From an optimization exercise on the open Yosys and OpenROAD flow, aimed at small area and a short achievable clock period; shortcuts taken in it are not production practice. The RTL was checked by simulation tests, not by an equivalence proof against the original design. No activity file was given, so power comes from the tool's default toggle rates.

// mips_id_top
module mips_id_top (
    input  logic        clk,
    input  logic        arst_n,
    input  logic        in_valid,
    input  logic [31:0] in_inst,
    input  logic [31:0] in_pc4,
    input  logic        wb_en,
    input  logic [4:0]  wb_addr,
    input  logic [31:0] wb_data,
    input  logic        credit_return,
    output logic        in_ready,
    output logic        out_valid,
    output logic [31:0] out_inst,
    output logic [31:0] out_rs_val,
    output logic [31:0] out_rt_val,
    output logic [31:0] out_imm,
    output logic [31:0] out_do,
    output logic        out_jump,
    output logic [31:0] out_target
);
Size: ~3200 cells after synthesis, roughly 300 I/O pins, about 51000 um2 of cells after synthesis.
==> flow/config.mk <==
export PLATFORM = sky130hd
export DESIGN_NAME = mips_id_top
export DESIGN_NICKNAME = mips_id_top
export VERILOG_FILES = /design/flow/design.v
export SDC_FILE = /design/flow/constraint.sdc
export NUM_CORES = 4
export LEC_CHECK = 0
export CAP_MARGIN = 20
export CORE_MARGIN = 2
export CORE_UTILIZATION = 35
export SETUP_SLACK_MARGIN = 2.4
export SLEW_MARGIN = 20
export SYNTH_HIERARCHICAL = 1
==> flow/constraint.sdc <==
create_clock -name core_clock -period 5.5 [get_ports {clk}]
set_input_delay 1.1000 -clock core_clock [delete_from_list [all_inputs] [get_ports {clk}]]
set_output_delay 1.1000 -clock core_clock [all_outputs]
set_load 0.01 [all_outputs]
run.sh (not shown) runs the stock make flow with config.mk's settings and CLKGATE_MAP_FILE= SYNTH_SCRIPT=/design/flow/synth_recipe.tcl, a recipe that flattens the netlist after the stock synthesis.
Then changed:
--- a/flow/config.mk
+++ b/flow/config.mk
@@ -10,3 +10,5 @@
 export CORE_UTILIZATION = 35
-export SETUP_SLACK_MARGIN = 2.4
+export CTS_CLUSTER_DIAMETER = 70
+export CTS_CLUSTER_SIZE = 20
+export SETUP_SLACK_MARGIN = 2.2
 export SLEW_MARGIN = 20
What happened:
- The new run passed the timing, DRC and antenna checks
- global-route usage rises by 0.60 points
- utilization went down by 0.79 points
- wire length increases by about 2%
- setup slack loses 0.12 ns
Then changed:
==> flow/flow/run.sh (new file) <==
#!/bin/bash
# The standard layout (the standard.sh, unchanged synthesis and flow steps), except that
# the input and output ports are buffered with a small buffer, sky130_fd_sc_hd__buf_2,
# instead of the delay buffer the resizer picks by default. Timing repair still upsizes the
# port buffers that lie on critical paths. The whole make output goes to standard_flow.log;
# ORFS keeps each step's log under orfs/logs/.
set -euo pipefail
export BUFFER_PORTS_ARGS="-buffer_cell sky130_fd_sc_hd__buf_2"
bash standard.sh > standard_flow.log 2>&1
==> flow/standard.sh (new file) <==
#!/bin/bash
# synth_recipe.tcl (not shown) runs the flow's synth.tcl, then flattens the netlist and writes it again
# the make line also repeats each setting of config.mk as NAME=value (left out here)
make -C /OpenROAD-flow-scripts/flow DESIGN_CONFIG=/design/flow/config.mk WORK_HOME=/design/flow/orfs CLKGATE_MAP_FILE= SYNTH_SCRIPT=/design/flow/synth_recipe.tcl "${@:-finish}"
--- a/flow/config.mk
+++ b/flow/config.mk
@@ -10,4 +10,2 @@
 export CORE_UTILIZATION = 35
-export CTS_CLUSTER_DIAMETER = 70
-export CTS_CLUSTER_SIZE = 20
 export SETUP_SLACK_MARGIN = 2.2
removed: flow/run.sh
Total power goes up by 9.1%.
Critical path depth increases by 1.
Fmax is about the same.
Core utilization decreases by 1.4 points.
Routed wire length decreases by 5.9%.
Then changed:
==> flow/run.sh (new file) <==
#!/bin/bash
# synth_recipe.tcl (not shown) runs the flow's synth.tcl, then flattens the netlist and writes it again
# the make line also repeats each setting of config.mk as NAME=value (left out here)
make -C /OpenROAD-flow-scripts/flow DESIGN_CONFIG=/design/flow/config.mk WORK_HOME=/design/flow/orfs CLKGATE_MAP_FILE= SYNTH_SCRIPT=/design/flow/synth_recipe.tcl finish
removed: flow/flow/run.sh
removed: flow/standard.sh
Outcome: Area after synthesis stays the same; die area does not change; setup slack loses 0.012 ns; combinational power climbs by about a fifth; maximum frequency drops slightly; routed wire length climbs by a few percent; via count climbs by a few percent.
Then changed:
==> flow/flow/run.sh (new file) <==
#!/bin/bash
# The standard layout (the standard.sh, unchanged synthesis and flow steps), except that
# the input and output ports are buffered with a small buffer, sky130_fd_sc_hd__buf_2,
# instead of the delay buffer the resizer picks by default. Timing repair still upsizes the
# port buffers that lie on critical paths. The whole make output goes to standard_flow.log;
# ORFS keeps each step's log under orfs/logs/.
set -euo pipefail
export BUFFER_PORTS_ARGS="-buffer_cell sky130_fd_sc_hd__buf_2"
bash standard.sh > standard_flow.log 2>&1
==> flow/standard.sh (new file) <==
#!/bin/bash
# synth_recipe.tcl (not shown) runs the flow's synth.tcl, then flattens the netlist and writes it again
# the make line also repeats each setting of config.mk as NAME=value (left out here)
make -C /OpenROAD-flow-scripts/flow DESIGN_CONFIG=/design/flow/config.mk WORK_HOME=/design/flow/orfs CLKGATE_MAP_FILE= SYNTH_SCRIPT=/design/flow/synth_recipe.tcl "${@:-finish}"
--- a/flow/config.mk
+++ b/flow/config.mk
@@ -10,2 +10,4 @@
 export CORE_UTILIZATION = 35
+export CTS_CLUSTER_DIAMETER = 70
+export CTS_CLUSTER_SIZE = 20
 export SETUP_SLACK_MARGIN = 2.2
removed: flow/run.sh
Effect: Total power falls by 11%. Final area came out lower by 6.6%. Sequential power hardly moves. Worst setup slack is worse by 0.015 ns. Utilization is lower by 3.0 points. Combinational power went down by 14%. Maximum frequency goes down by 0.45%. Count of clock-buffer cells in the layout went down by 73. Via count went down by about 3.4%.

==> afterwards: timing with drivers on the ports <==
Ports are ideal in the flow. The routed layouts listed here were re-timed in OpenROAD. Step 1 sets driving cells, clkbuf_16 on the clock port and buf_2 on the other inputs (assumed; they add their load-dependent delay and slew). Step 2 adds t to the input delays and takes it off the output delays; t is the mean of the earliest and latest rising clock arrival at the registers after step 1. Input paths then give back, and output paths get back, about the clock's delay inside the block. Three values: ideal ports, drivers, drivers and shift; two values: the first two.
| run | shift t [ns] | setup WS [ns] | clock arrival spread, ns | slew at the worst register clock pin (ns) |
|---|---|---|---|---|
| the first run | 0.837 | 2.198 / 2.176 / 1.390 | 0.045 / 0.045 | 0.07 / 0.07 |
| the second run | 0.817 | 2.074 / 2.088 / 1.271 | 0.059 / 0.058 | 0.09 / 0.09 |
| the third run | 0.819 | 2.078 / 2.096 / 1.277 | 0.040 / 0.040 | 0.07 / 0.07 |
| the fourth run | 0.845 | 2.065 / 2.099 / 1.253 | 0.029 / 0.029 | 0.07 / 0.07 |
| the fifth run | 0.772 | 2.050 / 2.084 / 1.311 | 0.047 / 0.047 | 0.09 / 0.09 |
After both steps setup and hold are still met in every run listed. For the fourth run, which loses most, drivers alone change the setup slack by +0.034 ns; drivers and shift together by -0.812 ns.
